What follows belongs to an exercise in optimizing a design on an open flow for small area, a short achievable clock period and few clock cycles; a production flow would make more cautious choices. The RTL was checked by simulation tests, not by an equivalence proof against the original design. Power and IR drop assume default switching activity.

==> design.v <==
`default_nettype none
package bus_pkg;
    typedef logic [31:0] addr_t;
    typedef logic [31:0] word_t;
    typedef logic [3:0] strobe_t;
    typedef enum logic [1:0] {
        MSIZE1 = 2'd0,    
        MSIZE4 = 2'd2     
    } msize_t;
    localparam addr_t RESET_PC = 32'hbfc00000;
endpackage
`default_nettype wire
`default_nettype none
package mips_pkg;
    localparam int OPC_LSB = 26;
    localparam int OPC_W   = 6;
    localparam int RS_LSB  = 21;
    localparam int RT_LSB  = 16;
    localparam int RD_LSB  = 11;
    localparam int REG_W   = 5;
    localparam int IMM_W   = 16;
    typedef enum logic [5:0] {
        OP_SPECIAL = 6'h00,
        OP_BEQ     = 6'h04,
        OP_BNE     = 6'h05,
        OP_ADDIU   = 6'h09,
        OP_ORI     = 6'h0d,
        OP_LUI     = 6'h0f,
        OP_LW      = 6'h23,
        OP_SB      = 6'h28,
        OP_SW      = 6'h2b
    } opcode_t;
    typedef enum logic [5:0] {
        FN_ADDU = 6'h21,
        FN_SUBU = 6'h23,
        FN_AND  = 6'h24,
        FN_OR   = 6'h25,
        FN_SLT  = 6'h2a
    } funct_t;
    typedef enum logic [2:0] {
        ALU_ADD,
        ALU_SUB,
        ALU_AND,
        ALU_OR,
        ALU_SLT,    
        ALU_LUI     
    } alu_op_t;
endpackage
`default_nettype wire
`default_nettype none
module addr_translate (
    input  bus_pkg::addr_t vaddr,
    output bus_pkg::addr_t paddr,
    output logic           uncached
);
    assign paddr[27:0]  = vaddr[27:0];
    assign paddr[31:28] = (vaddr[31:30] == 2'b10) ? {3'b000, vaddr[28]} : vaddr[31:28];
    assign uncached     = (vaddr[31:29] == 3'b101);
endmodule
`default_nettype wire
`default_nettype none
module regfile (
    input  logic           clk,
    input  logic [31:1]    rsel,
    input  logic           xsel,
    input  bus_pkg::word_t xd,
    output bus_pkg::word_t rd,
    input  logic           clr,
    input  logic           we,
    input  logic [4:0]     wa,
    input  bus_pkg::word_t wd
);
    bus_pkg::word_t regs [1:31];
    always_ff @(posedge clk) begin
        for (int i = 1; i < 32; i++) begin
            if (clr || (we && wa == 5'(i))) regs[i] <= wd;
        end
    end
    always_comb begin
        rd = xd & {32{xsel}};
        for (int i = 1; i < 32; i++) begin
            rd = rd | (regs[i] & {32{rsel[i]}});
        end
    end
endmodule
`default_nettype wire
`default_nettype none
module alu (
    input  logic [3:0]     op,
    input  logic           cin,
    input  bus_pkg::word_t a,
    input  bus_pkg::word_t b,
    output bus_pkg::word_t y,
    output bus_pkg::word_t sum      
);
    logic           lt;
    ks_add #(.W (32)) u_add (.a (a), .b (b), .cin (cin), .s (sum));
    assign lt  = (a[31] == b[31]) ? a[31] : sum[31];
    assign y = (sum & {32{op[0]}})
             | (a & b & {32{op[1]}})
             | ((a | b) & {32{op[2]}})
             | ({31'd0, lt} & {32{op[3]}});
endmodule
`default_nettype wire
`default_nettype none
module ks_add #(
    parameter int W = 32,
    parameter int L = 5      
) (
    input  logic [W-1:0] a,
    input  logic [W-1:0] b,
    input  logic         cin,
    output logic [W-1:0] s
);
    logic [W-1:0] g [0:L];
    logic [W-1:0] p [0:L];
    logic [W-1:0] c;
    always_comb begin
        g[0] = a & b;
        p[0] = a ^ b;
        g[0][0] = (a[0] & b[0]) | (cin & (a[0] ^ b[0]));
        for (int l = 0; l < L; l++) begin
            for (int i = 0; i < W; i++) begin
                if (i >= (1 << l)) begin
                    g[l+1][i] = g[l][i] | (p[l][i] & g[l][i - (1 << l)]);
                    p[l+1][i] = p[l][i] & p[l][i - (1 << l)];
                end else begin
                    g[l+1][i] = g[l][i];
                    p[l+1][i] = p[l][i];
                end
            end
        end
        c[0] = cin;
        for (int i = 1; i < W; i++) c[i] = g[L][i-1];
        s = p[0] ^ c;
    end
endmodule
`default_nettype wire
`default_nettype none
module mips_core (
    input  logic             clk,
    input  logic             rst,
    output logic             mem_valid,
    output logic             mem_write,
    output logic             mem_uncached,
    output bus_pkg::addr_t   mem_addr,
    output bus_pkg::strobe_t mem_strobe,
    output bus_pkg::word_t   mem_wdata,
    input  bus_pkg::word_t   mem_rdata,
    input  logic             mem_ready
);
    logic        first;       
    logic        ex;          
    logic        dslot;       
    logic [3:0]  vtop;        
    logic [31:2] pc;          
    bus_pkg::word_t ir;
    bus_pkg::word_t a_q;      
    bus_pkg::word_t b_q;      
    bus_pkg::word_t y_q;      
    logic [31:1] rsel;        
    logic        ysel;        
    logic        clr;         
    logic        we;          
    logic [4:0]  wa;
    logic        wd_y, wd_mem;
    logic [3:0]  aop;
    logic        cin;
    logic        bpend;       
    logic        btk;         
    logic        sq;          
    logic        rpend;       
    logic [4:0]  rpend_rd;
    logic        byp_alu;     
    logic        c_br, c_bne, c_mem, c_lw, c_sb, c_r, c_imm, c_rsub;
    logic [4:0]  c_rd, c_rt;
    logic [3:0]  c_rop;
    logic [5:0] opc, fn;
    logic [4:0] rs, rt, rd;
    logic       is_r, is_addiu, is_ori, is_lui, is_lw, is_sw, is_sb, is_beq, is_bne;
    logic [3:0] r_op;
    logic       r_sub;
    assign opc = ir[31:26];
    assign fn  = ir[5:0];
    assign rs  = ir[25:21];
    assign rt  = ir[20:16];
    assign rd  = ir[15:11];
    always_comb begin
        r_op  = 4'b0000;
        r_sub = 1'b0;
        case (fn)
            6'h21:   r_op = 4'b0001;
            6'h23:   begin r_op = 4'b0001; r_sub = 1'b1; end
            6'h24:   r_op = 4'b0010;
            6'h25:   r_op = 4'b0100;
            6'h2a:   begin r_op = 4'b1000; r_sub = 1'b1; end
            default: r_op = 4'b0000;
        endcase
    end
    assign is_r     = (opc == 6'h00) & (r_op != 4'b0000);
    assign is_addiu = (opc == 6'h09);
    assign is_ori   = (opc == 6'h0d);
    assign is_lui   = (opc == 6'h0f);
    assign is_lw    = (opc == 6'h23);
    assign is_sw    = (opc == 6'h2b);
    assign is_sb    = (opc == 6'h28);
    assign is_beq   = (opc == 6'h04);
    assign is_bne   = (opc == 6'h05);
    assign c_br   = is_beq | is_bne;
    assign c_bne  = is_bne;
    assign c_mem  = is_lw | is_sw | is_sb;
    assign c_lw   = is_lw;
    assign c_sb   = is_sb;
    assign c_r    = is_r & (rd != 5'd0);
    assign c_imm  = is_addiu | is_ori | is_lui;
    assign c_rd   = rd;
    assign c_rt   = rt;
    assign c_rop  = r_op;
    assign c_rsub = r_sub;
    function automatic logic [31:1] onehot(input logic [4:0] r);
        for (int i = 1; i < 32; i++) onehot[i] = (r == 5'(i));
    endfunction
    bus_pkg::word_t rdata, alu_y, alu_s, wdata;
    assign wdata  = ({32{wd_y}} & y_q) | ({32{wd_mem}} & mem_rdata);
    regfile u_rf (
        .clk (clk),
        .rsel (rsel), .xsel (ysel), .xd (y_q), .rd (rdata),
        .clr (clr), .we (we), .wa (wa), .wd (wdata)
    );
    alu u_alu (.op (aop), .cin (cin), .a (a_q), .b (b_q), .y (alu_y), .sum (alu_s));
    logic        eq, fastbr, az, taken, sbr, go_data, nex;
    logic [31:2] pc_inc, pc_tgt;
    bus_pkg::addr_t xinc, xtgt, xdat, xred, nseq;
    logic        unc_d;
    logic [4:0]  nrs;
    assign eq      = (a_q == rdata);
    assign fastbr  = (rt == 5'd0);
    assign az      = (a_q == '0);
    assign taken   = ex & c_br & fastbr & (az ^ c_bne);
    assign sbr     = ex & c_br & ~fastbr;
    assign go_data = ex & c_mem;
    assign nex     = ~go_data & ~taken & ~sq;
    assign pc_inc  = pc + 30'd1;
    ks_add #(.W (30)) u_tgt (.a (pc), .b ({{14{ir[15]}}, ir[15:0]}), .cin (1'b0), .s (pc_tgt));
    addr_translate u_xi (.vaddr ({pc_inc, 2'b00}), .paddr (xinc), .uncached ());
    addr_translate u_xt (.vaddr ({pc_tgt, 2'b00}), .paddr (xtgt), .uncached ());
    addr_translate u_xd (.vaddr (alu_s), .paddr (xdat), .uncached (unc_d));
    addr_translate u_xr (.vaddr (y_q), .paddr (xred), .uncached ());
    assign nseq = go_data ? xdat : xinc;
    assign nrs  = dslot ? rs : mem_rdata[25:21];
    assign mem_valid = 1'b1;
    assign mem_wdata = b_q;
    always_ff @(posedge clk) begin
        if (rst) begin
            first     <= 1'b1;
            ex        <= 1'b0;
            dslot     <= 1'b0;
            vtop      <= 4'hb;
            mem_addr  <= 32'h1fc00000;
            mem_write <= 1'b0;
            clr       <= 1'b1;        
            we        <= 1'b0;
            wd_y      <= 1'b0;
            wd_mem    <= 1'b0;
            rpend     <= 1'b0;
            bpend     <= 1'b0;
            sq        <= 1'b0;
            b_q       <= '0;
        end else begin
            first <= mem_ready;
            clr   <= 1'b0;
            if (mem_ready) begin
                if (!dslot) ir <= mem_rdata;
                dslot     <= go_data;
                ex        <= nex;
                mem_addr  <= sq ? xred : (taken ? xtgt : nseq);
                if (!go_data) vtop <= sq ? y_q[31:28] : (taken ? pc_tgt[31:28] : pc_inc[31:28]);
                sq        <= 1'b0;
                bpend     <= sbr;
                btk       <= eq ^ c_bne;
                mem_write <= go_data & ~c_lw;
                if (go_data) begin
                    mem_uncached <= unc_d;
                    mem_strobe   <= c_sb ? (4'b0001 << alu_s[1:0]) : 4'b1111;
                end
                if (ex) b_q <= c_sb ? {4{rdata[7:0]}} : (c_rsub ? ~rdata : rdata);
                if (ex & c_imm) y_q <= alu_y;
                if (sbr) y_q <= {pc_tgt, 2'b00};
                aop      <= c_rop;
                cin      <= c_rsub;
                rpend    <= ex & c_r;
                rpend_rd <= c_rd;
                byp_alu  <= ex & c_r & (c_rd == nrs);
                we       <= (ex & c_imm) | (go_data & c_lw);
                wa       <= c_rt;
                wd_y     <= ex & c_imm;
                wd_mem   <= go_data & c_lw;
            end else if (first) begin
                if (!dslot) pc <= {vtop, mem_addr[27:2]};
                bpend <= 1'b0;
                if (bpend & btk) begin
                    sq <= 1'b1;
                    ex <= 1'b0;
                end
                if (rpend) y_q <= alu_y;
                if (rpend) begin
                    we   <= 1'b1;
                    wa   <= rpend_rd;
                    wd_y <= 1'b1;
                end else if (!dslot) begin
                    we   <= 1'b0;
                    wd_y <= 1'b0;
                end
                if (ex) begin
                    a_q    <= is_lui ? '0 : (byp_alu ? alu_y : rdata);
                    b_q    <= is_lui ? {ir[15:0], 16'h0000} :
                              is_ori ? {16'h0000, ir[15:0]} : {{16{ir[15]}}, ir[15:0]};
                    aop    <= is_ori ? 4'b0100 : 4'b0001;
                    cin    <= 1'b0;
                end
            end else begin
                if (!dslot) we <= 1'b0;
                if (ex & c_imm) y_q <= alu_y;
            end
        end
    end
    always_ff @(posedge clk) begin
        if (mem_ready) begin
            rsel <= (ex & c_imm & (c_rt == nrs)) ? '0 : onehot(nrs);
            ysel <= ex & c_imm & (c_rt == nrs) & (nrs != 5'd0);
        end else if (first) begin
            rsel <= (rpend & (rpend_rd == rt)) ? '0 : onehot(rt);
            ysel <= rpend & (rpend_rd == rt);
        end else begin
            rsel <= onehot(rt);    
            ysel <= 1'b0;
        end
    end
endmodule
`default_nettype wire
`default_nettype none
module soc_top (
    input  logic             clk,
    input  logic             rst,
    output logic             mem_valid,
    output logic             mem_write,
    output logic             mem_uncached,
    output bus_pkg::addr_t   mem_addr,
    output bus_pkg::strobe_t mem_strobe,
    output bus_pkg::word_t   mem_wdata,
    input  bus_pkg::word_t   mem_rdata,
    input  logic             mem_ready
);
    mips_core core (
        .clk, .rst,
        .mem_valid, .mem_write, .mem_uncached, .mem_addr, .mem_strobe, .mem_wdata,
        .mem_rdata, .mem_ready
    );
endmodule
`default_nettype wire
==> flow/run.sh <==
#!/bin/bash
# Standard layout (the standard.sh) with timing repair aimed well below
# the 12 ns period. Gate cloning is skipped: it left high-fanout nets that
# failed the slew check after routing. The clock tree uses larger sink
# clusters and no dummy loads: fewer buffers and a shorter insertion delay.
set -o pipefail
bash standard.sh SETUP_SLACK_MARGIN=8.6 SKIP_GATE_CLONING=1 \
  "CTS_ARGS=-sink_clustering_enable -repair_clock_nets -sink_clustering_size 30 -sink_clustering_max_diameter 70 -dont_use_dummy_load" \
  finish > standard_make.log 2>&1
==> standard.sh <==
#!/bin/bash
# synth_recipe.tcl (not shown) runs the flow's synth.tcl, then flattens the netlist and writes it again
# the make line also repeats each setting of config.mk as NAME=value (left out here)
make -C /OpenROAD-flow-scripts/flow DESIGN_CONFIG=/design/flow/config.mk WORK_HOME=/design/flow/orfs CLKGATE_MAP_FILE= SYNTH_SCRIPT=/design/flow/synth_recipe.tcl "${@:-finish}"
==> config.mk <==
export PLATFORM = sky130hd
export DESIGN_NAME = soc_top
export DESIGN_NICKNAME = soc_top
export VERILOG_FILES = /design/flow/design.v
export SDC_FILE = /design/flow/constraint.sdc
export NUM_CORES = 4
export LEC_CHECK = 0
export CAP_MARGIN = 25
export CORE_MARGIN = 2
export CORE_UTILIZATION = 55
export SLEW_MARGIN = 25
==> constraint.sdc <==
create_clock -name core_clock -period 12.0 [get_ports {clk}]
set_input_delay 2.4000 -clock core_clock [delete_from_list [all_inputs] [get_ports {clk}]]
set_output_delay 2.4000 -clock core_clock [all_outputs]
set_load 0.01 [all_outputs]
==> metrics.md <==
| Metric | Value |
|---|---|
| Area growth, synth to finish | 14.40% |
| Htree depth | 3 |
| Transition time of the tightest slew-check pin | 1.250 ns |
| Cell chain of the critical path | buf_6 |
| Final weighted congestion in routability-driven placement | 1.001 |
| Category of the worst setup path capture point | primary output |
| Vias in the first global route | 35446 |
| Min cycle time layout | 3.562 ns |
| Vias per Instance | 7.317 |
| Rel. slew slack | 0.1667 |
| Number of setup violations in the final report | 0 |
| Most frequently used cell type in the post-synthesis netlist | sky130_fd_sc_hd__edfxtp_1 |
| Total standard cell area after synthesis | 52580 sq um |
| Hold buffers post-CTS | 0 |
| Peak supply drop | 0.0001361 V |
| Leak | 21.05 nW |
| Met3 wire length | 28110 microns |
| Uppermost layer routed | met5 |
| Wire length on met1 | 71290 microns |
| Io pins | 106 |
| Area occupied by multi-input gates | 16420 sq um |
| Core region area | 94870 sq um |
| Worst r2r src | core.a_q[0] |
| Portion of synthesized cell area occupied by the leading cell type | 0.6511 |
| Maximum clock insertion buffer count | 3 |
| Largest cells by area after synthesis | sky130_fd_sc_hd__edfxtp_1 (65%), sky130_fd_sc_hd__a22oi_1 (6.1%), sky130_fd_sc_hd__dfxtp_1 (4.2%) |
| Effective utilization at floorplan | 0.5542 |
| I/O Buffers | 104 |
| Tightest Hold Check Type | register to register |
| CP top delay family | flip-flops |
| Via count | 37762 |
| Overall die width | 313.2 microns |
| EDFF count, synth | 1140 |
| Worst EP required | 9.60 ns |
| CTS buffer count | 71 |
| Portion of netlist area occupied by mux cells | 0.003022 |
| Cell accounting for the most synthesized area | sky130_fd_sc_hd__edfxtp_1 |
| Top cells by count, synth | sky130_fd_sc_hd__edfxtp_1 (1140), sky130_fd_sc_hd__a22oi_1 (430), sky130_fd_sc_hd__nand2_1 (155) |
| Share of the yosys chip area belonging to registers | 0.6934 |
| CTS tree | yes |
| Maximum Capacitance Violations | 0 |
| Number of antenna violations at the first check in global routing | 6 |
| Layout Nets | 4029 |
| Number of slew-limit violations in the final report | 0 |
| CTS Sinks | 1251 |
| Final clock period utilization by the worst path | 0.2968 |
| Maximum operating frequency | 280.8 MHz |
| Outcome | no timing/DRC/antenna violations |
| Final Routed Wirelength | 208600 microns |
| Number of nets with antenna violations after detailed routing | 0 |
| Amount of wire on met2 after detailed routing | 93660 microns |
| Async S/R FF share, synth | 0 |
| Critical path startpoint category | register |
| Hold violation count in the final report | 0 |
| Post-Synth Adder-Cell Area | 0.02351 |
| Reg-to-reg endpoint | core.y_q[28] |
| Post-synthesis instance total | 3686 |
| Worst hold stages | 2 |
| Cell chosen for the clock root | sky130_fd_sc_hd__clkbuf_16 |
| Total Routing Usage GR | 0.4194 |
| Mapped Avg Cell Area | 14.26 sq um |
| Post-route cell area | 60150 sq um |
| Full die area | 98080 sq um |
| Power density relative to cell area | 143.7 nW/um^2 |
| Crit Path Max Fanout | 2 |
| Largest net degree at the start of global routing | 70 |
| Synthesized-area fraction occupied by and/or/nand/nor cells | 0.06606 |
| Synthesized net count | 3818 |
| Accumulated negative setup slack | 0 ns |
| Fill count | 6973 |
| Flop2flop setup slack | 8.49 ns |
| DP HPWL | 121300 microns |
| Type of the setup path with the least slack | register to primary output |
| Initial DRT Pass Iterations | 6 |
| Primary FF master, synth | sky130_fd_sc_hd__edfxtp_1 |
| Overflow left after global routing | 0 |
| Slowest Stage Delay on Critical Path | 0.40 ns |
| Clock tree skew after final layout | 0.07850 ns |
| Seq. cell area | 36680 sq um |
| Clock transition at the register clock pins on the worst setup and hold paths after CTS | 0.07 ns |
| Y dimension of the die | 313.2 microns |
| Number of buffer and inverter instances along the worst setup path | 1 |
| Setup repair after global routing missed its margin | yes |
| Syn. warnings | 9 |
| Standard cell with the maximum stage delay on the critical path | sky130_fd_sc_hd__dfxtp_4 |
| Capture endpoint of the worst hold path | core.mem_addr[1] |
| Number of cells on the worst reg-to-reg path | 15 |
| Area fraction in compound gates after synthesis | 0.1637 |
| Seq cells post-synth | 1251 |
| Worst endpoint data arrival time | 1.16 ns |
| Total DRC errors in the routed layout | 0 |
| Clock Latency Late Sink | 0.71 ns |
| Violation count after the first detailed-route iteration | 6417 |
| Ratio of cells with drive above 1 in the final layout | 0.1969 |
| Hold path startpoint | core.mem_addr[1] |
| Routed wire per std cell | 40.41 microns |
| Standard-cell row count | 113 |
| Post-synthesis share of cell area spent on xor and xnor gates | 0.02680 |
| Count of distinct cell types in the synthesized netlist | 91 |
| Dominant combinational cell family by area after synthesis | compound AO/OA/AOI/OAI gates |
| Global-route wire length before repair | 282200 microns |
| Placement Cell Area | 55400 sq um |
[per-stage QoR]
step | utilization | instances | worst slack [ns] | hold WS, ns | total power (W)
6_report | 0.6340 | 5161 | 8.438 | 0.4553 | 0.008642
5_1_grt | 0.6340 | 5160 | 8.384 | 0.4588 | 0.008801
4_1_cts | 0.6245 | 5120 | 8.364 | 0.4526 | 0.008544
3_5_place_dp | 0.5839 | 4927 | 6.486 | 0.4361 | 0.006131
3_3_place_gp | 0.5839 | 4927 | 6.545 | 0.4349 | 0.006112
2_1_floorplan | - | 3686 | 8.025 | 0.4090 | 0.005627
[routing by layer]
metal / vias to the layer above / GRT usage
li1: 15099 / -
met1: 18999 / 0.5378
met2: 2991 / 0.6441
met3: 667 / 0.1055
met4: 6 / 0.2624
met5: - / 0
[repair_timing]
item                                     CTS  global route
endpoints found under the setup margin  1262           413
pin swaps                                 40            56
setup buffers                            122            39
resized for setup                        630           118
[sequential cells by signal, indices dropped and copies added (netlist names), 4 cells and up]
register	cells
core.u_rf.regs	992
core.a_q	32
core.b_q	32
core.ir	32
core.mem_addr	32
core.y_q	32
core.rsel	31
core.pc	30
core.rpend_rd	5
core.wa	5
core.aop	4
core.mem_strobe	4
core.vtop	4
[worst max-delay path by stage]
stage | from | to | cells after the start
global route | core.a_q[0] | core.y_q[28] | 15
global placement | mem_ready | core.y_q[29] | 6
detailed placement | mem_ready | core.y_q[29] | 6
finish | core.b_q[15] | mem_wdata[15] | 1
CTS | core.mem_addr[2] | mem_addr[2] | 1
floorplan | rst | core.a_q[0] | 3
[layout make-up]
| type | instances | share of cell area |
|---|---|---|
| diodes | 1 | 0.00004160 |
| clock buffers | 71 | 0.02954 |
| inverters | 92 | 0.005887 |
| multi-input cells | 2127 | 0.2729 |
| flip-flops and latches | 1251 | 0.6097 |
| well taps | 1265 | 0.02631 |
| repair buffers | 354 | 0.05558 |
[kinds of logic after synthesis]
logic type               Yosys count
multiplexers                      15
AND/OR/NAND/NOR                  668
XOR/XNOR                         160
adder cells (fa/ha/maj)           97
flip-flops                      1251
buffers and inverters            308
other                              1
AO/OA/AOI/OAI                   1186
[cells in the final DEF, fill, tap and decap left out, types with 10 or more instances in the layout]
master                            count
sky130_fd_sc_hd__ha_1                84
sky130_fd_sc_hd__a221oi_1            76
sky130_fd_sc_hd__a21o_1              25
sky130_fd_sc_hd__nor3_1              19
sky130_fd_sc_hd__or4_4               23
sky130_fd_sc_hd__dfxtp_2             62
sky130_fd_sc_hd__and3_1              25
sky130_fd_sc_hd__o21ai_1             17
sky130_fd_sc_hd__a21oi_4             12
sky130_fd_sc_hd__nand2b_1            24
sky130_fd_sc_hd__xor2_1              57
sky130_fd_sc_hd__a22oi_1            428
sky130_fd_sc_hd__a31oi_1             13
sky130_fd_sc_hd__dfxtp_1             11
sky130_fd_sc_hd__clkdlybuf4s50_1     27
sky130_fd_sc_hd__o21ai_0            125
sky130_fd_sc_hd__o21bai_4            16
sky130_fd_sc_hd__inv_1               85
sky130_fd_sc_hd__clkbuf_16           71
sky130_fd_sc_hd__edfxtp_1          1140
sky130_fd_sc_hd__nor4_1              15
sky130_fd_sc_hd__o211ai_1            17
sky130_fd_sc_hd__buf_12              14
sky130_fd_sc_hd__a32o_1              10
sky130_fd_sc_hd__dfxtp_4             38
sky130_fd_sc_hd__nand4_1             99
sky130_fd_sc_hd__nor2b_1             26
sky130_fd_sc_hd__a22o_1              77
sky130_fd_sc_hd__a211oi_1            67
sky130_fd_sc_hd__buf_6               94
sky130_fd_sc_hd__xnor2_2             14
sky130_fd_sc_hd__xnor2_1             74
sky130_fd_sc_hd__nand3_1             93
sky130_fd_sc_hd__buf_4              200
sky130_fd_sc_hd__a21oi_2             13
sky130_fd_sc_hd__a21oi_1            126
sky130_fd_sc_hd__a22o_2              22
sky130_fd_sc_hd__nand2_1            151
sky130_fd_sc_hd__nor2_1             118
[where the power goes]
part	total, W	switching [W]	internal, W
registers	0.00511	0.000127	0.00499
clock network	0.00241	0.00135	0.00106
logic	0.00112	0.000759	0.000360
Testbench counts, summed over its fixed seeds: cycles 244,580.

-- afterwards: timing with drivers on the ports --
How much do the figures lean on ideal ports? The routed layout below was timed once more, with nothing changed but the port constraints. Step 1 sets driving cells, clkbuf_16 on the clock port and buf_2 on the other inputs (assumed; they add their load-dependent delay and slew). Step 2 times the ports against the registers' clock, not the clock port: input delays grow and output delays shrink by t, the midpoint of the rising clock arrivals with the driver on. Three values: no drivers, after step 1, after step 2; two values: the first two.
t, ns: 0.739
setup WS [ns]: 8.438 / 8.370 / 7.840
worst setup path after step 2: input to register
worst slew at a driven data input, ns: 0.16
After both steps setup and hold are still met in this run. For this run, drivers alone change the setup slack by -0.068 ns; drivers and shift together by -0.598 ns.
